What follows belongs to an exercise in optimizing a design on an open flow for small area; a production flow would make more cautious choices.
Function was checked by simulation only, so behaviour that the tests miss may differ from the original.
Power is estimated from default activity; no workload was simulated.

==> design.v <==
module voq_fifo #(
  parameter int DATA_W = 33,
  parameter int DEPTH  = 16,
  parameter int N_CH   = 4,
  localparam int AW = $clog2(DEPTH),
  localparam int CW = $clog2(N_CH)
) (
  input  logic                     clk,
  input  logic                     rst_n,
  input  logic                     wr_en,
  input  logic [CW-1:0]            wr_ch,
  input  logic [DATA_W-1:0]        wr_data,
  input  logic                     rd_en,
  input  logic [CW-1:0]            rd_ch,
  output logic [DATA_W-1:0]        rd_data,
  output logic                     rd_valid,
  output logic [N_CH-1:0]          full,
  output logic [N_CH-1:0]          empty,
  output logic [N_CH*(AW+1)-1:0]   count,
  output logic [N_CH-1:0]          ovf,
  output logic [N_CH-1:0]          udf,
  input  logic                     err_clr
);
  localparam int NW = N_CH * DEPTH;
  logic [AW:0]       cnt_q [N_CH];
  logic [DATA_W-1:0] rd_data_q;
  logic              rd_valid_q;
  logic [N_CH-1:0]   ovf_q, udf_q;
  logic              tgl_q;
  logic [NW*DATA_W-1:0] mem_q;    
  logic [N_CH-1:0] is_full, is_empty;
  always_comb begin
    for (int c = 0; c < N_CH; c++) begin
      is_full[c]  = cnt_q[c][AW];
      is_empty[c] = (cnt_q[c] == '0);
    end
  end
  logic [N_CH-1:0] wr_sel, rd_sel;
  always_comb begin
    for (int c = 0; c < N_CH; c++) begin
      wr_sel[c] = (wr_ch == CW'(c));
      rd_sel[c] = (rd_ch == CW'(c));
    end
  end
  logic [N_CH-1:0] push_c, pop_c;
  always_comb begin
    for (int c = 0; c < N_CH; c++) begin
      push_c[c] = wr_en && wr_sel[c] && (!is_full[c] || (rd_en && rd_sel[c]));
      pop_c[c]  = rd_en && rd_sel[c] && !is_empty[c];
    end
  end
  logic pop_ok, push_ok;
  assign pop_ok  = |pop_c;
  assign push_ok = |push_c;
  logic [NW-1:0] sw, ss, sh;
  always_comb begin
    for (int c = 0; c < N_CH; c++) begin
      for (int i = 0; i < DEPTH; i++) begin
        logic at_cnt, at_cnt_m1;
        at_cnt    = (cnt_q[c] == (AW+1)'(i));
        at_cnt_m1 = (cnt_q[c] == (AW+1)'(i+1));
        sw[c*DEPTH+i] = push_c[c] && (pop_c[c] ? at_cnt_m1 : at_cnt);
        ss[c*DEPTH+i] = pop_c[c] && !sw[c*DEPTH+i];
        sh[c*DEPTH+i] = !pop_c[c] && !sw[c*DEPTH+i];
      end
    end
  end
  logic [DATA_W-1:0] wr_x;
  assign wr_x = wr_data ^ {DATA_W{tgl_q}};
  logic [NW*DATA_W-1:0] mem_d;
  for (genvar c = 0; c < N_CH; c++) begin : g_c
    for (genvar i = 0; i < DEPTH; i++) begin : g_i
      localparam int W = c*DEPTH + i;
      for (genvar b = 0; b < DATA_W; b++) begin : g_b
        if (i < DEPTH-1) begin : g_mid
          voq_fifo_scell u_c (.h(sh[W]), .s(ss[W]), .w(sw[W]),
                              .q(mem_q[W*DATA_W+b]), .qn(mem_q[(W+1)*DATA_W+b]), .x(wr_x[b]),
                              .d(mem_d[W*DATA_W+b]));
        end else begin : g_top
          voq_fifo_tcell u_c (.we(sw[W]), .we_n(~sw[W]), .q(mem_q[W*DATA_W+b]), .x(wr_x[b]),
                              .d(mem_d[W*DATA_W+b]));
        end
      end
    end
  end
  always_ff @(posedge clk) mem_q <= mem_d;
  logic [DATA_W-1:0] rd_raw;
  always_comb begin
    rd_raw = '0;
    for (int c = 0; c < N_CH; c++)
      rd_raw = rd_raw | ({DATA_W{rd_sel[c]}} & mem_q[(c*DEPTH)*DATA_W +: DATA_W]);
  end
  always_ff @(posedge clk) rd_data_q <= rd_raw;
  always_ff @(posedge clk or negedge rst_n) begin
    if (!rst_n) begin
      for (int c = 0; c < N_CH; c++)
        cnt_q[c] <= '0;
      rd_valid_q <= 1'b0;
      ovf_q      <= '0;
      udf_q      <= '0;
      tgl_q      <= 1'b0;
    end else begin
      for (int c = 0; c < N_CH; c++) begin
        if (push_c[c] && !pop_c[c])      cnt_q[c] <= cnt_q[c] + (AW+1)'(1);
        else if (pop_c[c] && !push_c[c]) cnt_q[c] <= cnt_q[c] - (AW+1)'(1);
        if (wr_en && !push_ok && wr_sel[c]) ovf_q[c] <= 1'b1;
        else if (err_clr)                   ovf_q[c] <= 1'b0;
        if (rd_en && !pop_ok && rd_sel[c])  udf_q[c] <= 1'b1;
        else if (err_clr)                   udf_q[c] <= 1'b0;
      end
      rd_valid_q <= pop_ok;
      tgl_q      <= ~tgl_q;
    end
  end
  always_comb begin
    for (int c = 0; c < N_CH; c++) begin
      full[c]                 = is_full[c];
      empty[c]                = is_empty[c];
      count[c*(AW+1) +: AW+1] = cnt_q[c];
    end
  end
  assign rd_data  = rd_data_q ^ {DATA_W{~tgl_q}};
  assign rd_valid = rd_valid_q;
  assign ovf      = ovf_q;
  assign udf      = udf_q;
endmodule
module voq_fifo_tcell (
  input  logic we,
  input  logic we_n,
  input  logic q,
  input  logic x,
  output logic d
);
  assign d = ~((we | q) & (we_n | x));
endmodule
module voq_fifo_scell (
  input  logic h,
  input  logic s,
  input  logic w,
  input  logic q,
  input  logic qn,
  input  logic x,
  output logic d
);
  assign d = ~((h & q) | (s & qn) | (w & x));
endmodule
==> flow/run.sh <==
#!/bin/bash
# Own flow: the standard layout (standard.sh) unchanged, except that the
# port buffers are sky130_fd_sc_hd__buf_2 cells instead of the default choice.
set -euo pipefail
export BUFFER_PORTS_ARGS="-buffer_cell sky130_fd_sc_hd__buf_2"
bash standard.sh finish > standard_flow.log 2>&1
==> standard.sh <==
#!/bin/bash
# synth_recipe.tcl (not shown) runs the flow's synth.tcl, then flattens the netlist and writes it again
# the make line also repeats each setting of config.mk as NAME=value (left out here)
make -C /OpenROAD-flow-scripts/flow DESIGN_CONFIG=/design/flow/config.mk WORK_HOME=/design/flow/orfs CLKGATE_MAP_FILE= SYNTH_SCRIPT=/design/flow/synth_recipe.tcl "${@:-finish}"
==> config.mk <==
export PLATFORM = sky130hd
export DESIGN_NAME = voq_fifo
export DESIGN_NICKNAME = voq_fifo
export VERILOG_FILES = /design/flow/design.v
export SDC_FILE = /design/flow/constraint.sdc
export NUM_CORES = 4
export LEC_CHECK = 0
export CAP_MARGIN = 5
export CORE_MARGIN = 2
export CORE_UTILIZATION = 65
export CTS_BUF_LIST = sky130_fd_sc_hd__clkbuf_16
export CTS_CLUSTER_DIAMETER = 80
export CTS_CLUSTER_SIZE = 30
export PLACE_DENSITY = 0.75
export SLEW_MARGIN = 5
export SYNTH_HIERARCHICAL = 1
export SYNTH_MINIMUM_KEEP_SIZE = 0
==> constraint.sdc <==
create_clock -name core_clock -period 4.0 [get_ports {clk}]
set_input_delay 0.8000 -clock core_clock [delete_from_list [all_inputs] [get_ports {clk}]]
set_output_delay 0.8000 -clock core_clock [all_outputs]
set_load 0.01 [all_outputs]
==> notes.md, run 1 <==
- The post-cts hold buffer count is 0.
- The area growth from synthesis to layout is 11.6%.
- The DRC violation count after routing is 0.
- The number of max-slew violations in the final report is 0.
- In the synthesized netlist, the number of instances is 4975.
- Setup repair after global routing left no endpoint under its margin.
- The fraction of registers with async set/reset is 0.0138.
- The maximum achievable frequency is 293 MHz.
- The number of CTS-inserted buffers is 83.
- During synthesis, Yosys emitted a total of 8 warnings.
- Of the total power, the share spent switching nets is 0.296.
- The largest driver fanout on the critical path is 7.
- The first-iteration detailed-routing DRC count is 15900.
- Power spread over the standard cell area amounts to 789 nW/um^2.
- The startpoint-to-endpoint class of the critical path is flip-flop to output port.
- Walking the worst path, the cells encountered are inv_1 -> ha_1 -> or4b_1 -> clkinv_4 -> buf_2.
- The number of global-route vias before repair is 52000.
- In this run the horizontal extent of the chip is 331 um.
- The type of the tightest min-delay check is input port to async pin.
- The total via count in the routed design is 57400.
- The floorplan step set the die height to 331 um.
- VDD sags by at most 544 uV.
- Synthesis inferred 2175 register bits.
- The mean instance size in the synthesized netlist is 14.0 sq um.
- The number of buffers inserted by post-CTS setup repair is 0.
- The placed wire-length estimate is 127000 um.
- The total core area is 106000 sq um.
- The aggregate global routing overflow is 0.
- The root buffer cell is clkbuf_16.
- The internal power of the cells is 0.0430 W.
- The dominant cell type by area after synthesis is dfxtp_1.
- The accumulated negative setup slack is 0 ns.
- Across the run, the number of max-cap violations was 0.
- The average wire length per cell after detail routing is 31.0 um.
- The worst-path cell with the longest stage delay is or4b_1.
- Using the TritonRoute via totals, the vias-per-cell ratio works out to 8.49.
- The longest clock path from root to sink contains 3 buffers.
- The minimum period implied by the final worst setup slack is 3.41 ns.
- The cell area that synthesis handed to floorplanning was 69400 sq um.
- The startpoint class of the critical path is a flip-flop.
- The routability congestion estimate from global placement is 0.941.
- The most used flip-flop cell after synthesis is dfxtp_1.
- The count of buffers added on input and output ports is 111.
- Yosys attributes the largest share of cell area to dfxtp_1, a222oi_1, o22ai_1, dfrtp_1, mux4_2.
- For this run, the total global-route usage over all layers was measured as 0.367.
- The multi-input combinational cells in the finished layout cover a total of 26700 sq um.
- During I/O placement, the number of pins put on the boundary was 112.
- The number of nets produced by synthesis is 5045.
- The number of clock sinks seen by CTS is 2175.
- The number of antenna violations at the first check in global routing is 8.
- Setup violations remaining at the end of the flow were counted as 0.
- After synthesis, the netlist uses 66 different library cells.
- The detail route stage leaves a number of antenna-violating nets equal to 0.
- TritonCTS built the clock tree.
- The final-report hold violation count is 0.
- The data arrival time of the worst path is 2.61 ns.
- The combinational cell fraction of total power is 0.207.
- The first global-routing pass estimated 321000 um of wire.
- The share of the Yosys chip area taken by registers is 0.629.
- The maximum number of pins on one net before global-route repair is 65.
- The clock transition at the registers of the reported paths is 0.11 ns.
- For this design the total switching power over the nets is 0.0181 W.
- The number of flops mapped to enable cells by yosys is 0.
- The measured slew at the worst slew-check pin is 1.20 ns.
- The worst pin sits at a relative slew slack of 0.197.
- The routed wire length is 210000 um.
- The area of the die is 109000 sq um.
- Ranked by instance count, the synthesized netlist is headed by dfxtp_1, a222oi_1, o22ai_1.
- At the end of the flow, the number of nets in the layout was 5421.
- The H-tree was split into 3 levels.
- The biggest cell delay along the critical path is 0.69 ns.
- The share of total power dissipated in sequential elements is 0.625.
- STA puts the critical path data required time at 3.20 ns.
- The sequential cells in the finished layout cover a total of 43700 sq um.
- The flow ran to the end and the layout has no timing, DRC or antenna violations.
- By instance count, the leading cell after synthesis is dfxtp_1.
- The share of synthesized area in the top cell type comes to 0.619.
- The number of placement rows is 119.
- The worst-skew pair later-pin latency is 0.71 ns.
- The final worst clock skew is 0.0200 ns.
- Summing internal, switching and leakage power gives 0.0611 W.
- For this run, the detailed router's first-pass iteration total came to 12.
- The post-cts sizing count is 0.
- Of the cells placed in the final design, the portion with a size suffix greater than 1 is 0.142.
- For this configuration, the core starts out at a cell density of 0.657.
- The kind of capture point of the worst setup path is an output port.
- The part of the cycle the worst path needs is 0.853.
- The clock power share is 0.168.
- The filler cells instantiated in the layout total 7237.
- For this design the static power due to leakage is 27.3 nW.
routing by layer:
metal	track usage	wire length, um
met1	0.540	83900
met5	0	93
met2	0.536	90000
met4	0.121	7560
met3	0.0805	28100
flip-flops by register name (all words and copies together) (netlist names):
name / count
udf_q: 4
cnt_q: 20
rd_valid_q: 1
tgl_q: 1
rd_data_q: 33
mem_q: 2112
ovf_q: 4
Yosys stat by module (local to each module, per instance):
| module | flops+latches | times used | cells inside |
|---|---|---|---|
| voq_fifo_tcell | 0 | 132 | 1 |
| voq_fifo | 2175 | 1 | 2863 |
| voq_fifo_scell | 0 | 1980 | 1 |
worst paths after layout:
check / startpoint / cells after the start / slack (ns) / endpoint
setup / recovery: cnt_q[0][0]$_DFFE_PN0P_ / 5 / 0.59 / empty[0]
min in group core_clock: mem_q[900]$_DFF_P_ / 1 / 0.43 / mem_q[867]$_DFF_P_
hold reg to reg: mem_q[900]$_DFF_P_ / 1 / 0.43 / mem_q[867]$_DFF_P_
hold / removal: rst_n / 1 / 0.26 / udf_q[0]$_DFFE_PN0P_
setup reg to reg: cnt_q[0][0]$_DFFE_PN0P_ / 8 / 0.81 / mem_q[64]$_DFF_P_
max in group asynchronous: rst_n / 1 / 2.99 / tgl_q$_DFF_PN0_
power groups by stage:
| stage | combinational (W) | sequential (W) | clock [W] |
|---|---|---|---|
| 6_report | 0.0127 | 0.0382 | 0.0103 |
| 5_1_grt | 0.0137 | 0.0389 | 0.0111 |
| 4_1_cts | 0.0125 | 0.0378 | 0.0104 |
| 3_5_place_dp | 0.0125 | 0.0383 | 0 |
| 3_3_place_gp | 0.0119 | 0.0380 | 0 |
| 2_1_floorplan | 0.0100 | 0.0354 | 0 |
worst max-delay path: cells and delay by family (launching register included):
kind / cells / cell delay [ns]
AND/OR/NAND/NOR: 1 / 0.69
buffers and inverters: 3 / 0.51
flip-flops: 1 / 0.49
adder cells (fa/ha/maj): 1 / 0.24
final cells by class:
| class | instances | area share |
|---|---|---|
| clock buffers | 87 | 0.0281 |
| inverters | 42 | 0.00213 |
| clock inverters | 13 | 0.00115 |
| well taps | 1391 | 0.0225 |
| repair buffers | 376 | 0.0364 |
| flip-flops and latches | 2175 | 0.564 |
| diodes | 1 | 0.0000323 |
| multi-input cells | 2673 | 0.345 |
layout by cell type, fill, tap and decap left out, types with 17 or more instances in the layout:
cell | synthesis | routed
xor2_4 | 0 | 33
o21ai_0 | 22 | 17
dfxtp_1 | 2145 | 2145
dfrtp_1 | 30 | 29
inv_1 | 33 | 39
ha_1 | 28 | 28
a21oi_2 | 0 | 94
xnor2_1 | 40 | 40
nand3_1 | 18 | 18
clkbuf_16 | 0 | 87
buf_4 | 8 | 243
buf_2 | 22 | 111
a222oi_1 | 1980 | 1980
nor3_2 | 0 | 28
o22ai_1 | 139 | 139
buf_12 | 0 | 22
a31oi_2 | 0 | 17
mux4_2 | 33 | 33
logic make-up (layout without fill, tap and decap cells):
family,count (synthesis),count (layout),share of synthesized area
other cells,0,1,0
simple gates,174,174,0.0150
flops,2175,2175,0.629
mux,53,53,0.0137
xor+xnor,82,82,0.0103
buf+inv,127,518,0.00813
fa+ha+maj,28,28,0.00505
compound gates,2336,2336,0.318
metrics by stage:
step,instances,instance area [sq um],setup WS [ns],utilization,hold WS [ns]
floorplan,4975,69400,0.0621,-,0.416
global placement,6657,75100,0.360,0.711,0.419
detailed placement,6657,75100,0.358,0.712,0.425
CTS,6757,77400,0.504,0.733,0.258
global route,6758,77400,0.487,0.734,0.275
finish,6758,77400,0.588,0.734,0.256
==> run 2, diff against run 1 <==
--- a/design.v
+++ b/design.v
@@ -56,10 +56,10 @@
   always_comb begin
     for (int c = 0; c < N_CH; c++) begin
       for (int i = 0; i < DEPTH; i++) begin
-        logic at_cnt, at_cnt_m1;
-        at_cnt    = (cnt_q[c] == (AW+1)'(i));
-        at_cnt_m1 = (cnt_q[c] == (AW+1)'(i+1));
-        sw[c*DEPTH+i] = push_c[c] && (pop_c[c] ? at_cnt_m1 : at_cnt);
+        logic free_now, free_popped;
+        free_now    = (cnt_q[c] <= (AW+1)'(i));
+        free_popped = (cnt_q[c] <= (AW+1)'(i+1));
+        sw[c*DEPTH+i] = pop_c[c] ? free_popped : free_now;
         ss[c*DEPTH+i] = pop_c[c] && !sw[c*DEPTH+i];
         sh[c*DEPTH+i] = !pop_c[c] && !sw[c*DEPTH+i];
       end
==> notes.md, run 2 <==
- The instance count of the mapped netlist was 4978 (+0.060%).
- The share of the synthesized netlist area taken by xor and xnor gates was 0.0104 (+0.0000256).
- The cell area after synthesis came to 69200 sq um (-0.25%).
- Ranked by instance count, the synthesized netlist is headed by dfxtp_1, a222oi_1, o22ai_1.
- The total via count in the routed design is 57000 (-0.75%).
- The post-synthesis simple-gate area fraction is 0.0163 (+0.00134).
- The distinct cell type count after synthesis came to 74 (+12%).
- The maximum number of pins on one net before global-route repair is 65 (unchanged).
- The number of global-route vias before repair is 52100 (+0.16%).
- The number of flops mapped to enable cells by yosys came to 0 (unchanged).
- The worst-skew pair later-pin latency came to 0.70 ns (about the same).
- The max capacitance violation total is 0 (unchanged).
- The count of warnings emitted by yosys is 8 (unchanged).
- The most common cell in the synthesized netlist is dfxtp_1.
- The number of placed I/O pins is 112 (unchanged).
- The first-iteration detailed-routing DRC count is 15900 (-0.29%).
- The number of clock sinks seen by CTS is 2175 (unchanged).
- The area of the die is 109000 sq um (-0.24%).
- The measured slew at the worst slew-check pin is 1.28 ns (+0.0725 ns).
- The placed wire-length estimate is 124000 um (-2.3%).
- The maximum VDD drop was 582 uV (+7.1%).
- The path class of the tightest hold or removal check is input port to async pin.
- The share of synthesized area occupied by flip-flops and latches was 0.631 (+0.00156).
- The initial core utilization is 0.657 (-0.000697).
- The number of flip-flops in the largest register was 2112 (unchanged).
- The relative slew slack is 0.148 (-0.0492).
- The number of CTS-inserted buffers is 83 (unchanged).
- The aggregate global routing overflow came to 0 (unchanged).
- The count of state elements after synthesis is 2175 (unchanged).
- The endpoint of the worst register-to-register path is mem_q[873]$_DFF_P_.
- The worst slack on hold paths is 0.208 ns (-0.0476 ns).
- In the layout the commonest cells are dfxtp_1, a222oi_1, buf_4, o22ai_1, buf_2.
- The global-route wire length before repair is 316000 um (-1.6%).
- After synthesis, the cell types taking the most area are dfxtp_1, a222oi_1, o22ai_1, dfrtp_1, mux4_2.
- The startpoint class of the critical path is a flip-flop.
- The mean instance size in the synthesized netlist is 13.9 sq um (-0.31%).
- The post-placement worst setup slack is 0.513 ns (+0.155 ns).
- The sum of internal, switching and leakage power is 0.0766 W (+25%).
- The data arrival time of the worst path is 2.65 ns (+0.04 ns).
- The detailed-routing iteration count for the pre-antenna-repair pass is 22 (+10).
- The fraction of registers with async set/reset came to 0.0138 (unchanged).
- The compound-gate portion of the synthesized area came to 0.316 (-0.00265).
- The startpoint-to-endpoint class of the critical path is flip-flop to output port.
- The total global-route track usage is 0.360 (-0.00684).
- The dominant cell type by area after synthesis is dfxtp_1.
- The kind of capture point of the worst setup path is an output port.
- The detail-routed via count per cell was 8.45 (-0.45%).
- In the final layout, the registers with the most flip-flops are mem_q: 2112 flops, rd_data_q: 33 flops, cnt_q: 20 flops.
- The total core area is 105000 sq um (-0.14%).
- The H-tree level count came to 3 (unchanged).
- The post-cts hold buffer count came to 0 (unchanged).
- The setup slack after layout is 0.550 ns (-0.0382 ns).
- The final worst clock skew is 0.0367 ns (+0.0167 ns).
- The number of nets produced by synthesis was 5048 (+0.059%).
- The largest driver fanout on the critical path is 18 (+11).
- The routability congestion estimate from global placement is 0.916 (-2.7%).
- In this run the critical register-to-register path is launched from cnt_q[1][0]$_DFFE_PN0P_.
- The clock transition at the registers of the reported paths came to 0.11 ns (about the same).
- The slack of the worst reg-to-reg path is 0.57 ns (-0.24 ns).
- The arithmetic-cell share of the synthesized area counting full adders, half adders and majority gates is 0.00506 (+0.0000125).
- The fill cell total of the finished layout is 7313 (+1.1%).
- The most common cell after layout, fill and taps aside is dfxtp_1.
- The share of the core filled with cells was 0.728 (-0.00525).
- The number of nets with antenna violations after routing is 0 (unchanged).
- The number of setup violations in the final report is 0 (unchanged).
- The number of antenna violations at the first check in global routing is 5 (-3).
- The number of buffers inserted by post-CTS setup repair was 0 (unchanged).
- The final-report hold violation count is 0 (unchanged).
- The average wire length per cell after detail routing is 30.4 um (-2.0%).
- Setup repair after global routing left no endpoint under its margin.
- The part of the cycle the worst path needs is 0.862 (+0.00954).
- The die boundary width is 330 um (-0.12%).
- The run finished with no timing, DRC or antenna violations.
- The maximum achievable frequency is 290 MHz (-1.1%).
- For this run, the leading register cell type out of synthesis is dfxtp_1.
- The leakage component of the power is 27.2 nW (-0.27%).
- The number of cells on the worst reg-to-reg path is 7 (-1).
- The net count of the finished layout is 5396 (-0.46%).
- The die span in y is 330 um (-0.12%).
- The port buffer count is 111 (unchanged).
- Counting flops per register, the top entry is mem_q.
- The number of buffers between clock root and the deepest sink was 3 (unchanged).
- The DRC violation count after routing is 0 (unchanged).
- The post-cts sizing count came to 0 (unchanged).
- The dominant combinational cell family by area after synthesis is compound AO/OA/AOI/OAI gates.
- The number of max-slew violations in the final report is 0 (unchanged).
- The multiplexer share of the synthesized area was 0.0139 (+0.000215).
- The proportion of netlist area held by the largest area contributor is 0.620 (+0.00153).
- The required time of the critical path is 3.20 ns (about the same).
- The number of placement rows is 119 (unchanged).
- The share of layout cells above drive strength 1 is 0.131 (-0.0112).
- The areal power density over the cells is 997 nW/um^2 (+26%).
- The minimum period implied by the final worst setup slack is 3.45 ns (+0.0382 ns).
- The routed wire length was 205000 um (-2.3%).
- In this run the clock root is driven by a clkbuf_16.
- TritonCTS built the clock tree.
- The area growth from synthesis to layout is 10.9%.
==> run 2: changes by cell type in the layout (fill, tap and decap cells not counted), moves of 12 or more <==
| cell | before | now |
|---|---|---|
| a21oi_1 | 12 | 44 |
| nor2_2 | 6 | 90 |
| a21oi_2 | 94 | 25 |
| nand2b_1 | 15 | 3 |
| buf_4 | 243 | 216 |
| nor2b_1 | 16 | 3 |
| nor3_2 | 28 | 4 |
==> run 2: worst max-delay path: stages (launching register included) <==
cell	delay [ns]
dfrtp_1	0.60
inv_1	0.20
ha_1	0.22
or4b_4	0.52
inv_1	0.16
buf_2	0.23
==> run 2: kinds of logic after synthesis <==
logic type,Yosys count
fa+ha+maj,28
simple gates,222
flops,2175
mux,53
compound gates,2301
buf+inv,117
xor+xnor,82
==> run 2: per-module statistics from Yosys (local to each module, per instance) <==
module	cell area, sq um	cells inside
voq_fifo	48600	2866
voq_fifo_tcell	6.26	1
voq_fifo_scell	10.0	1
==> run 2: metrics by stage <==
stage / area [sq um] / instances / setup TNS (ns)
2_1_floorplan: 69300 / 4978 / -1.37
3_3_place_gp: 74400 / 6628 / 0
3_5_place_dp: 74400 / 6628 / 0
4_1_cts: 76700 / 6731 / 0
5_1_grt: 76800 / 6735 / 0
6_report: 76800 / 6738 / 0
==> run 2: area by class of cell <==
class / instances / area (sq um) / area share
Multi-Input combinational cell: 2686 / 26400 / 0.343
Clock inverter: 14 / 113 / 0.00147
Clock buffer: 89 / 2230 / 0.0290
Inverter: 37 / 153 / 0.00199
Timing Repair Buffer: 343 / 2480 / 0.0323
Sequential cell: 2175 / 43700 / 0.569
Antenna cell: 3 / 7.51 / 0.0000978
Tap cell: 1391 / 1740 / 0.0227
==> run 2: routing by layer <==
layer  vias to the layer above  routed length (um)  track usage
li1                      24500                   -            -
met4                         8                7270        0.120
met1                     28400               82000        0.524
met3                       409               26800       0.0831
met2                      3711               88600        0.531
met5                         -                  76            0
==> run 2: worst max-delay path by stage <==
| stage | startpoint | endpoint | slack [ns] | cells after the start |
|---|---|---|---|---|
| floorplan | cnt_q[0][0]$_DFFE_PN0P_ | mem_q[462]$_DFF_P_ | -0.04 | 9 |
| global placement | rd_en | mem_q[113]$_DFF_P_ | 0.64 | 6 |
| detailed placement | rd_ch[0] | mem_q[1302]$_DFF_P_ | 0.51 | 7 |
| CTS | cnt_q[0][0]$_DFFE_PN0P_ | empty[0] | 0.56 | 5 |
| global route | cnt_q[1][0]$_DFFE_PN0P_ | mem_q[869]$_DFF_P_ | 0.22 | 7 |
| finish | cnt_q[0][0]$_DFFE_PN0P_ | empty[0] | 0.55 | 5 |
==> run 2: report_power, final <==
group | internal [W] | switching, W | total, W
registers | 0.0338 | 0.00789 | 0.0417
clock network | 0.00411 | 0.00629 | 0.0104
logic | 0.0123 | 0.0122 | 0.0245
total | 0.0502 | 0.0263 | 0.0766

==> separate check: timing with driven ports <==
The flow's constraints put no driver on any port. The routed layouts listed below were extracted and timed again, unchanged, in two steps.
Step 1: set_driving_cell puts a clkbuf_16 on clk and a buf_2 on each other input, an assumption about the parent block.
Step 2 also shifts input and output timing later by t, the mid clock arrival at the registers, as if the neighbouring blocks saw the same clock.
a / b / c = no drivers / after step 1 / after step 2; a / b = the first two.
| run | t (ns) | setup slack, ns | worst setup path at the end | clock arrival spread, ns | worst data-port slew with drivers (ns) |
|---|---|---|---|---|---|
| run 1 | 0.770 | 0.588 / 0.516 / 0.249 | input to register | 0.025 / 0.025 | 0.16 |
| run 2 | 0.771 | 0.550 / 0.471 / 0.435 | input to register | 0.049 / 0.048 | 0.04 |
After both steps setup and hold are still met in every run listed. The setup slack of run 1, which loses most, moves by -0.072 ns with the drivers and by -0.339 ns with both steps.
